From an optimization exercise on the open Yosys and OpenROAD flow, aimed at small area; shortcuts taken in it are not production practice. Only simulation tests tie the RTL to the original design; equivalence was not proved. No activity file was given, so power comes from the tool's default toggle rates. No driver is modelled on the clock port, so clocking that relies on it looks cheaper here than on a real chip.

==> inputs of build 8 <==
==> flow/design.v (excerpt) <==
module dmem_responder #(
    parameter int          RAM_WORDS   = 64,
    parameter int          FIFO_DEPTH  = 8,
    parameter logic [31:0] PERIPH_BASE = 32'h0000_1000
) (
    input  logic        clk,
    input  logic        reset,
    input  logic [31:0] addr,
    input  logic [31:0] wdata,
    input  logic        memwrite,
    input  logic        memread,
    output logic [31:0] rdata,
    output logic [7:0]  tx_data,
    output logic        tx_valid,
    input  logic        tx_ready,
    input  logic [7:0]  rx_data,
    input  logic        rx_valid,
    output logic        rx_ready
);
==> module sync_fifo, before the edit <==
module sync_fifo #(
    parameter int WIDTH = 8,
    parameter int DEPTH = 8
) (
    input  logic                       clk,
    input  logic                       reset,
    input  logic                       push,
    input  logic [WIDTH-1:0]           push_data,
    input  logic                       pop,
    output logic [WIDTH-1:0]           head,
    output logic                       full,
    output logic                       empty,
    output logic [$clog2(DEPTH):0]     count
);
    localparam int PW = $clog2(DEPTH);
    logic [WIDTH-1:0] mem_q [DEPTH];
    logic [PW-1:0]    wr_ptr_q, wr_ptr_d;
    logic [PW-1:0]    rd_ptr_q, rd_ptr_d;
    logic [PW:0]      count_q, count_d;
    logic             do_push, do_pop;
    assign empty = (count_q == '0);
    assign full  = (count_q == (PW+1)'(DEPTH));
    assign count = count_q;
    assign head  = empty ? '0 : mem_q[rd_ptr_q];
    always_comb begin
        do_pop   = pop && !empty;
        do_push  = push && (!full || do_pop);
        wr_ptr_d = wr_ptr_q;
        rd_ptr_d = rd_ptr_q;
        count_d  = count_q;
        if (do_push) begin
            wr_ptr_d = wr_ptr_q + PW'(1);
        end
        if (do_pop) begin
            rd_ptr_d = rd_ptr_q + PW'(1);
        end
        if (do_push && !do_pop) begin
            count_d = count_q + (PW+1)'(1);
        end else if (do_pop && !do_push) begin
            count_d = count_q - (PW+1)'(1);
        end
    end
    always_ff @(posedge clk) begin
        if (reset) begin
            wr_ptr_q <= '0;
            rd_ptr_q <= '0;
            count_q  <= '0;
        end else begin
            wr_ptr_q <= wr_ptr_d;
            rd_ptr_q <= rd_ptr_d;
            count_q  <= count_d;
        end
    end
    always_ff @(posedge clk) begin
        if (do_push && !reset) begin
            mem_q[wr_ptr_q] <= push_data;
        end
    end
endmodule
==> module dmem_responder, before the edit <==
module dmem_responder #(
    parameter int          RAM_WORDS   = 64,
    parameter int          FIFO_DEPTH  = 8,
    parameter logic [31:0] PERIPH_BASE = 32'h0000_1000
) (
    input  logic        clk,
    input  logic        reset,
    input  logic [31:0] addr,
    input  logic [31:0] wdata,
    input  logic        memwrite,
    input  logic        memread,
    output logic [31:0] rdata,
    output logic [7:0]  tx_data,
    output logic        tx_valid,
    input  logic        tx_ready,
    input  logic [7:0]  rx_data,
    input  logic        rx_valid,
    output logic        rx_ready
);
    localparam int RAM_AW = $clog2(RAM_WORDS);
    localparam int CW     = $clog2(FIFO_DEPTH) + 1;
    logic [31:0]       ram_q [RAM_WORDS];
    logic [RAM_AW-1:0] ram_idx;
    logic              ram_hit, mbox_hit;
    logic [1:0]        reg_sel;
    logic              tx_push, tx_full, tx_empty;
    logic [7:0]        tx_head;
    logic [CW-1:0]     tx_count;
    logic              rx_push, rx_pop, rx_full, rx_empty;
    logic [7:0]        rx_head;
    logic [CW-1:0]     rx_count;
    logic              tx_ovf_q, tx_ovf_d;
    logic [31:0]       status;
    assign ram_hit  = (addr < 32'(RAM_WORDS * 4));
    assign ram_idx  = addr[RAM_AW+1:2];
    assign mbox_hit = (addr[31:4] == PERIPH_BASE[31:4]);
    assign reg_sel  = dmem_pkg::decode_reg(addr[3:2]);
    assign tx_valid = !tx_empty;
    assign tx_data  = tx_head;
    assign rx_ready = !rx_full;
    always_comb begin
        tx_push  = memwrite && mbox_hit && (reg_sel == dmem_pkg::REG_TXDATA);
        rx_push  = rx_valid && !rx_full;
        rx_pop   = memread && !memwrite && mbox_hit && (reg_sel == dmem_pkg::REG_RXDATA) && !rx_empty;
        tx_ovf_d = tx_ovf_q;
        if (tx_push && tx_full && !(tx_ready && !tx_empty)) begin
            tx_ovf_d = 1'b1;
        end
        if (memwrite && mbox_hit && (reg_sel == dmem_pkg::REG_STATUS) && wdata[dmem_pkg::ST_TX_OVF]) begin
            tx_ovf_d = 1'b0;
        end
    end
    always_ff @(posedge clk) begin
        if (reset) begin
            tx_ovf_q <= 1'b0;
        end else begin
            tx_ovf_q <= tx_ovf_d;
        end
    end
    sync_fifo #(.WIDTH(8), .DEPTH(FIFO_DEPTH)) u_tx_fifo (
        .clk       (clk),
        .reset     (reset),
        .push      (tx_push),
        .push_data (wdata[7:0]),
        .pop       (tx_ready),
        .head      (tx_head),
        .full      (tx_full),
        .empty     (tx_empty),
        .count     (tx_count)
    );
    sync_fifo #(.WIDTH(8), .DEPTH(FIFO_DEPTH)) u_rx_fifo (
        .clk       (clk),
        .reset     (reset),
        .push      (rx_push),
        .push_data (rx_data),
        .pop       (rx_pop),
        .head      (rx_head),
        .full      (rx_full),
        .empty     (rx_empty),
        .count     (rx_count)
    );
    always_ff @(posedge clk) begin
        if (memwrite && ram_hit) begin
            ram_q[ram_idx] <= wdata;
        end
    end
    always_comb begin
        status              = '0;
        status[dmem_pkg::ST_TX_FULL]  = tx_full;
        status[dmem_pkg::ST_TX_EMPTY] = tx_empty;
        status[dmem_pkg::ST_RX_FULL]  = rx_full;
        status[dmem_pkg::ST_RX_EMPTY] = rx_empty;
        status[dmem_pkg::ST_TX_OVF]   = tx_ovf_q;
        rdata               = '0;
        if (ram_hit) begin
            rdata = ram_q[ram_idx];
        end else if (mbox_hit) begin
            case (reg_sel)
                dmem_pkg::REG_RXDATA: rdata = {24'b0, rx_head};
                dmem_pkg::REG_STATUS: rdata = status;
                dmem_pkg::REG_COUNT:  rdata = {16'b0, 8'(rx_count), 8'(tx_count)};
                default:    rdata = '0;
            endcase
        end
    end
endmodule
make LEC_CHECK=0 CAP_MARGIN=20 CORE_MARGIN=2 CORE_UTILIZATION=40 SLEW_MARGIN=20 finish   # period 8.0 ns
run.sh (not shown) runs the stock make flow with config.mk's settings and CLKGATE_MAP_FILE= SYNTH_SCRIPT=/design/flow/synth_recipe.tcl, a recipe that flattens the netlist after the stock synthesis.
==> build 82: changes against build 8 <==
--- a/flow/design.v
+++ b/flow/design.v
@@ -32,26 +32,28 @@
 );
     localparam int PW = $clog2(DEPTH);
     logic [WIDTH-1:0] mem_q [DEPTH];
-    logic [PW-1:0]    wr_ptr_q, wr_ptr_d;
-    logic [PW-1:0]    rd_ptr_q, rd_ptr_d;
     logic [PW:0]      count_q, count_d;
     logic             do_push, do_pop;
     assign empty = (count_q == '0);
     assign full  = (count_q == (PW+1)'(DEPTH));
     assign count = count_q;
-    assign head  = empty ? '0 : mem_q[rd_ptr_q];
-    always_comb begin
-        do_pop   = pop && !empty;
-        do_push  = push && (!full || do_pop);
-        wr_ptr_d = wr_ptr_q;
-        rd_ptr_d = rd_ptr_q;
-        count_d  = count_q;
-        if (do_push) begin
-            wr_ptr_d = wr_ptr_q + PW'(1);
-        end
-        if (do_pop) begin
-            rd_ptr_d = rd_ptr_q + PW'(1);
-        end
+    logic [DEPTH-1:0] hsel;
+    always_comb begin
+        for (int i = 0; i < DEPTH; i++) begin
+            hsel[i] = (count_q == (PW+1)'(i + 1));
+        end
+    end
+    for (genvar b = 0; b < WIDTH; b++) begin : g_head
+        logic [DEPTH-1:0] col;
+        for (genvar i = 0; i < DEPTH; i++) begin : g_col
+            assign col[i] = mem_q[i][b];
+        end
+        dmem_andor8 u_rd (.d(col), .s(hsel), .y(head[b]));
+    end
+    always_comb begin
+        do_pop  = pop && !empty;
+        do_push = push && (!full || do_pop);
+        count_d = count_q;
         if (do_push && !do_pop) begin
             count_d = count_q + (PW+1)'(1);
         end else if (do_pop && !do_push) begin
@@ -60,18 +62,17 @@
     end
     always_ff @(posedge clk) begin
         if (reset) begin
-            wr_ptr_q <= '0;
-            rd_ptr_q <= '0;
-            count_q  <= '0;
+            count_q <= '0;
         end else begin
-            wr_ptr_q <= wr_ptr_d;
-            rd_ptr_q <= rd_ptr_d;
-            count_q  <= count_d;
-        end
-    end
-    always_ff @(posedge clk) begin
-        if (do_push && !reset) begin
-            mem_q[wr_ptr_q] <= push_data;
+            count_q <= count_d;
+        end
+    end
+    always_ff @(posedge clk) begin
+        if (do_push) begin
+            mem_q[0] <= push_data;
+            for (int i = 1; i < DEPTH; i++) begin
+                mem_q[i] <= mem_q[i-1];
+            end
         end
     end
 endmodule
@@ -100,6 +101,8 @@
     logic [RAM_AW-1:0] ram_idx;
     logic              ram_hit, mbox_hit;
     logic [1:0]        reg_sel;
+    logic [RAM_WORDS-1:0] ram_sel;
+    logic [31:0]       mbox_rd;
     logic              tx_push, tx_full, tx_empty;
     logic [7:0]        tx_head;
     logic [CW-1:0]     tx_count;
@@ -120,7 +123,7 @@
         rx_push  = rx_valid && !rx_full;
         rx_pop   = memread && !memwrite && mbox_hit && (reg_sel == dmem_pkg::REG_RXDATA) && !rx_empty;
         tx_ovf_d = tx_ovf_q;
-        if (tx_push && tx_full && !(tx_ready && !tx_empty)) begin
+        if (tx_push && tx_full && !tx_ready) begin
             tx_ovf_d = 1'b1;
         end
         if (memwrite && mbox_hit && (reg_sel == dmem_pkg::REG_STATUS) && wdata[dmem_pkg::ST_TX_OVF]) begin
@@ -162,22 +165,86 @@
         end
     end
     always_comb begin
+        for (int i = 0; i < RAM_WORDS; i++) begin
+            ram_sel[i] = ram_hit && (ram_idx == RAM_AW'(i));
+        end
+    end
+    for (genvar b = 0; b < 32; b++) begin : g_rd
+        logic [20:0] n;
+        for (genvar g = 0; g < 21; g++) begin : g_aoi
+            dmem_aoi222 u_aoi (
+                .a0(ram_q[3*g][b]),   .s0(ram_sel[3*g]),
+                .a1(ram_q[3*g+1][b]), .s1(ram_sel[3*g+1]),
+                .a2(ram_q[3*g+2][b]), .s2(ram_sel[3*g+2]),
+                .y(n[g])
+            );
+        end
+        if (b < 12) begin : g_mb
+            dmem_or_tree_c u_tree (.n(n), .a(ram_q[63][b]), .s(ram_sel[63]), .c(mbox_rd[b]), .y(rdata[b]));
+        end else begin : g_nomb
+            dmem_or_tree u_tree (.n(n), .a(ram_q[63][b]), .s(ram_sel[63]), .y(rdata[b]));
+        end
+    end
+    always_comb begin
         status              = '0;
         status[dmem_pkg::ST_TX_FULL]  = tx_full;
         status[dmem_pkg::ST_TX_EMPTY] = tx_empty;
         status[dmem_pkg::ST_RX_FULL]  = rx_full;
         status[dmem_pkg::ST_RX_EMPTY] = rx_empty;
         status[dmem_pkg::ST_TX_OVF]   = tx_ovf_q;
-        rdata               = '0;
-        if (ram_hit) begin
-            rdata = ram_q[ram_idx];
-        end else if (mbox_hit) begin
+        mbox_rd             = '0;
+        if (mbox_hit) begin
             case (reg_sel)
-                dmem_pkg::REG_RXDATA: rdata = {24'b0, rx_head};
-                dmem_pkg::REG_STATUS: rdata = status;
-                dmem_pkg::REG_COUNT:  rdata = {16'b0, 8'(rx_count), 8'(tx_count)};
-                default:    rdata = '0;
+                dmem_pkg::REG_RXDATA: mbox_rd = {24'b0, rx_head};
+                dmem_pkg::REG_STATUS: mbox_rd = status;
+                dmem_pkg::REG_COUNT:  mbox_rd = {16'b0, 8'(rx_count), 8'(tx_count)};
+                default:    mbox_rd = '0;
             endcase
         end
     end
 endmodule
+module dmem_aoi222 (
+    input  logic a0, s0, a1, s1, a2, s2,
+    output logic y
+);
+    assign y = ~((a0 & s0) | (a1 & s1) | (a2 & s2));
+endmodule
+module dmem_nand4 (
+    input  logic a, b, c, d,
+    output logic y
+);
+    assign y = ~(a & b & c & d);
+endmodule
+module dmem_nand2 (
+    input  logic a, b,
+    output logic y
+);
+    assign y = ~(a & b);
+endmodule
+module dmem_nor3 (
+    input  logic a, b, c,
+    output logic y
+);
+    assign y = ~(a | b | c);
+endmodule
+module dmem_or_tree_c (
+    input  logic [20:0] n,
+    input  logic        a, s, c,
+    output logic        y
+);
+    assign y = ~(&n) | (a & s) | c;
+endmodule
+module dmem_or_tree (
+    input  logic [20:0] n,
+    input  logic        a, s,
+    output logic        y
+);
+    assign y = ~(&n) | (a & s);
+endmodule
+module dmem_andor8 (
+    input  logic [7:0] d,
+    input  logic [7:0] s,
+    output logic       y
+);
+    assign y = |(d & s);
+endmodule
==> flow/flow/run.sh (new file) <==
#!/bin/bash
# Standard ORFS layout with two changes: port buffers use the smallest
# buffer cell, and clock tree synthesis clusters more sinks per buffer and
# inserts no dummy loads. Each tool's full output goes to its own log here
# (ORFS also keeps per-step logs under orfs/logs/).
set -euo pipefail
export BUFFER_PORTS_ARGS="-buffer_cell sky130_fd_sc_hd__buf_1"
export CTS_ARGS="-sink_clustering_enable -repair_clock_nets -dont_use_dummy_load -buf_list {sky130_fd_sc_hd__clkbuf_16} -sink_clustering_size 30 -sink_clustering_max_diameter 80 -sink_buffer_max_cap_derate 1.0"
bash standard.sh synth > synth.log 2>&1
bash standard.sh floorplan > floorplan.log 2>&1
bash standard.sh place > place.log 2>&1
bash standard.sh cts > cts.log 2>&1
bash standard.sh finish > route_finish.log 2>&1
==> flow/standard.sh (new file) <==
#!/bin/bash
# synth_recipe.tcl (not shown) runs the flow's synth.tcl, then flattens the netlist and writes it again
# the make line also repeats each setting of config.mk as NAME=value (left out here)
make -C /OpenROAD-flow-scripts/flow DESIGN_CONFIG=/design/flow/config.mk WORK_HOME=/design/flow/orfs CLKGATE_MAP_FILE= SYNTH_SCRIPT=/design/flow/synth_recipe.tcl "${@:-finish}"
--- a/flow/config.mk
+++ b/flow/config.mk
@@ -7,5 +7,7 @@
 export LEC_CHECK = 0
 export CAP_MARGIN = 20
 export CORE_MARGIN = 2
-export CORE_UTILIZATION = 40
+export CORE_UTILIZATION = 75
+export PLACE_DENSITY = 0.82
 export SLEW_MARGIN = 20
+export SYNTH_HIERARCHICAL = 1
removed: flow/run.sh
==> build 71: changes against build 8 <==
--- a/flow/design.v
+++ b/flow/design.v
@@ -32,26 +32,21 @@
 );
     localparam int PW = $clog2(DEPTH);
     logic [WIDTH-1:0] mem_q [DEPTH];
-    logic [PW-1:0]    wr_ptr_q, wr_ptr_d;
-    logic [PW-1:0]    rd_ptr_q, rd_ptr_d;
     logic [PW:0]      count_q, count_d;
     logic             do_push, do_pop;
     assign empty = (count_q == '0);
     assign full  = (count_q == (PW+1)'(DEPTH));
     assign count = count_q;
-    assign head  = empty ? '0 : mem_q[rd_ptr_q];
-    always_comb begin
-        do_pop   = pop && !empty;
-        do_push  = push && (!full || do_pop);
-        wr_ptr_d = wr_ptr_q;
-        rd_ptr_d = rd_ptr_q;
-        count_d  = count_q;
-        if (do_push) begin
-            wr_ptr_d = wr_ptr_q + PW'(1);
-        end
-        if (do_pop) begin
-            rd_ptr_d = rd_ptr_q + PW'(1);
-        end
+    always_comb begin
+        head = '0;
+        for (int i = 0; i < DEPTH; i++) begin
+            head = head | ({WIDTH{count_q == (PW+1)'(i + 1)}} & mem_q[i]);
+        end
+    end
+    always_comb begin
+        do_pop  = pop && !empty;
+        do_push = push && (!full || do_pop);
+        count_d = count_q;
         if (do_push && !do_pop) begin
             count_d = count_q + (PW+1)'(1);
         end else if (do_pop && !do_push) begin
@@ -60,18 +55,17 @@
     end
     always_ff @(posedge clk) begin
         if (reset) begin
-            wr_ptr_q <= '0;
-            rd_ptr_q <= '0;
-            count_q  <= '0;
+            count_q <= '0;
         end else begin
-            wr_ptr_q <= wr_ptr_d;
-            rd_ptr_q <= rd_ptr_d;
-            count_q  <= count_d;
-        end
-    end
-    always_ff @(posedge clk) begin
-        if (do_push && !reset) begin
-            mem_q[wr_ptr_q] <= push_data;
+            count_q <= count_d;
+        end
+    end
+    always_ff @(posedge clk) begin
+        if (do_push) begin
+            mem_q[0] <= push_data;
+            for (int i = 1; i < DEPTH; i++) begin
+                mem_q[i] <= mem_q[i-1];
+            end
         end
     end
 endmodule
@@ -100,6 +94,8 @@
     logic [RAM_AW-1:0] ram_idx;
     logic              ram_hit, mbox_hit;
     logic [1:0]        reg_sel;
+    logic [RAM_WORDS-1:0] ram_sel;
+    logic [31:0]       mbox_rd;
     logic              tx_push, tx_full, tx_empty;
     logic [7:0]        tx_head;
     logic [CW-1:0]     tx_count;
@@ -120,7 +116,7 @@
         rx_push  = rx_valid && !rx_full;
         rx_pop   = memread && !memwrite && mbox_hit && (reg_sel == dmem_pkg::REG_RXDATA) && !rx_empty;
         tx_ovf_d = tx_ovf_q;
-        if (tx_push && tx_full && !(tx_ready && !tx_empty)) begin
+        if (tx_push && tx_full && !tx_ready) begin
             tx_ovf_d = 1'b1;
         end
         if (memwrite && mbox_hit && (reg_sel == dmem_pkg::REG_STATUS) && wdata[dmem_pkg::ST_TX_OVF]) begin
@@ -162,22 +158,76 @@
         end
     end
     always_comb begin
+        for (int i = 0; i < RAM_WORDS; i++) begin
+            ram_sel[i] = ram_hit && (ram_idx == RAM_AW'(i));
+        end
+    end
+    for (genvar b = 0; b < 32; b++) begin : g_rd
+        logic [21:0] n;
+        logic [5:0]  p;
+        logic [1:0]  q;
+        for (genvar g = 0; g < 21; g++) begin : g_aoi
+            dmem_aoi222 u_aoi (
+                .a0(ram_q[3*g][b]),   .s0(ram_sel[3*g]),
+                .a1(ram_q[3*g+1][b]), .s1(ram_sel[3*g+1]),
+                .a2(ram_q[3*g+2][b]), .s2(ram_sel[3*g+2]),
+                .y(n[g])
+            );
+        end
+        dmem_aoi21 u_last (.a(ram_q[63][b]), .s(ram_sel[63]), .c(mbox_rd[b]), .y(n[21]));
+        for (genvar k = 0; k < 5; k++) begin : g_nand
+            dmem_nand4 u_nand (.a(n[4*k]), .b(n[4*k+1]), .c(n[4*k+2]), .d(n[4*k+3]), .y(p[k]));
+        end
+        dmem_nand2 u_nand5 (.a(n[20]), .b(n[21]), .y(p[5]));
+        dmem_nor3  u_nor0  (.a(p[0]), .b(p[1]), .c(p[2]), .y(q[0]));
+        dmem_nor3  u_nor1  (.a(p[3]), .b(p[4]), .c(p[5]), .y(q[1]));
+        dmem_nand2 u_out   (.a(q[0]), .b(q[1]), .y(rdata[b]));
+    end
+    always_comb begin
         status              = '0;
         status[dmem_pkg::ST_TX_FULL]  = tx_full;
         status[dmem_pkg::ST_TX_EMPTY] = tx_empty;
         status[dmem_pkg::ST_RX_FULL]  = rx_full;
         status[dmem_pkg::ST_RX_EMPTY] = rx_empty;
         status[dmem_pkg::ST_TX_OVF]   = tx_ovf_q;
-        rdata               = '0;
-        if (ram_hit) begin
-            rdata = ram_q[ram_idx];
-        end else if (mbox_hit) begin
+        mbox_rd             = '0;
+        if (mbox_hit) begin
             case (reg_sel)
-                dmem_pkg::REG_RXDATA: rdata = {24'b0, rx_head};
-                dmem_pkg::REG_STATUS: rdata = status;
-                dmem_pkg::REG_COUNT:  rdata = {16'b0, 8'(rx_count), 8'(tx_count)};
-                default:    rdata = '0;
+                dmem_pkg::REG_RXDATA: mbox_rd = {24'b0, rx_head};
+                dmem_pkg::REG_STATUS: mbox_rd = status;
+                dmem_pkg::REG_COUNT:  mbox_rd = {16'b0, 8'(rx_count), 8'(tx_count)};
+                default:    mbox_rd = '0;
             endcase
         end
     end
 endmodule
+module dmem_aoi222 (
+    input  logic a0, s0, a1, s1, a2, s2,
+    output logic y
+);
+    assign y = ~((a0 & s0) | (a1 & s1) | (a2 & s2));
+endmodule
+module dmem_aoi21 (
+    input  logic a, s, c,
+    output logic y
+);
+    assign y = ~((a & s) | c);
+endmodule
+module dmem_nand4 (
+    input  logic a, b, c, d,
+    output logic y
+);
+    assign y = ~(a & b & c & d);
+endmodule
+module dmem_nand2 (
+    input  logic a, b,
+    output logic y
+);
+    assign y = ~(a & b);
+endmodule
+module dmem_nor3 (
+    input  logic a, b, c,
+    output logic y
+);
+    assign y = ~(a | b | c);
+endmodule
--- a/flow/config.mk
+++ b/flow/config.mk
@@ -7,5 +7,8 @@
 export LEC_CHECK = 0
 export CAP_MARGIN = 20
 export CORE_MARGIN = 2
-export CORE_UTILIZATION = 40
+export CORE_UTILIZATION = 60
+export CTS_BUF_LIST = sky130_fd_sc_hd__clkbuf_8
+export CTS_CLUSTER_SIZE = 20
 export SLEW_MARGIN = 20
+export SYNTH_HIERARCHICAL = 1
==> summary of the runs <==
Build 71 ran to the end with no violations. Build 8 finished with timing, DRC and antenna clean. Build 82 passed the timing, design-rule and antenna checks. Between build 8 and build 71, the lower critical path depth is in build 8 (gap 3). Synthesized cell count, lowest first: build 82, build 71, build 8. In build 82 the final cell count is smaller than in build 8, by 26%. Power: build 8 > build 71 > build 82. Fmax: build 71 < build 8 < build 82.
==> figures <==
| quantity | build 8 | build 82 | build 71 |
|---|---|---|---|
| Status | timing/DRC/antenna clean | timing/DRC/antenna clean | timing/DRC/antenna clean |
| Switching power summed over all nets | 5.07 mW | 3.72 mW | 4.90 mW |
| Multi-input combinational cell count | 1415 | 1328 | 1400 |
| Cell count after placement | 6772 | 5185 | 5605 |
| Post-synthesis share of cell area spent on and, or, nand and nor gates | 1.80% | 3.69% | 4.11% |
| Slowest cell delay on critical path | 0.93 ns | 1.10 ns | 0.69 ns |
| Largest net degree at the start of global routing | 87 | 67 | 67 |
| Number of fill cells in the layout | 17400 | 4347 | 7970 |
| Length in cells of the worst reg-to-reg path | 11 | 9 | 9 |
| Final net count | 4260 | 4020 | 4386 |
| Total number of cells along the worst setup path | 9 | 13 | 12 |
| Clock buffers and inverters, area share | 7.12% | 2.49% | 6.66% |

[re-timing with driven ports]
The flow's constraints put no driver on any port. The routed layouts listed below were extracted and timed again, unchanged, in two steps. Step 1 assumes that a clkbuf_16 drives the clock port and a buf_2 every other input. Step 2 adds t to the input delays and takes it off the output delays; t is the mean of the earliest and latest rising clock arrival at the registers after step 1. Input paths then give back, and output paths get back, about the clock's delay inside the block. Three values: no drivers, after step 1, after step 2; two values: the first two.
run | shift t [ns] | setup slack, ns | worst setup path after step 2 | clock arrival spread, ns | slew at the worst register clock pin (ns)
build 8 | 0.929 | 0.456 / 0.389 / 0.389 | input to output | 0.070 / 0.070 | 0.07 / 0.07
build 82 | 0.764 | 0.627 / 0.532 / 0.532 | input to output | 0.059 / 0.059 | 0.12 / 0.12
build 71 | 1.063 | 0.195 / 0.169 / 0.169 | input to output | 0.066 / 0.066 | 0.07 / 0.07
After both steps setup and hold are still met in every run listed. The setup slack of build 82, which loses most, moves by -0.095 ns with the drivers and by -0.095 ns with both steps.
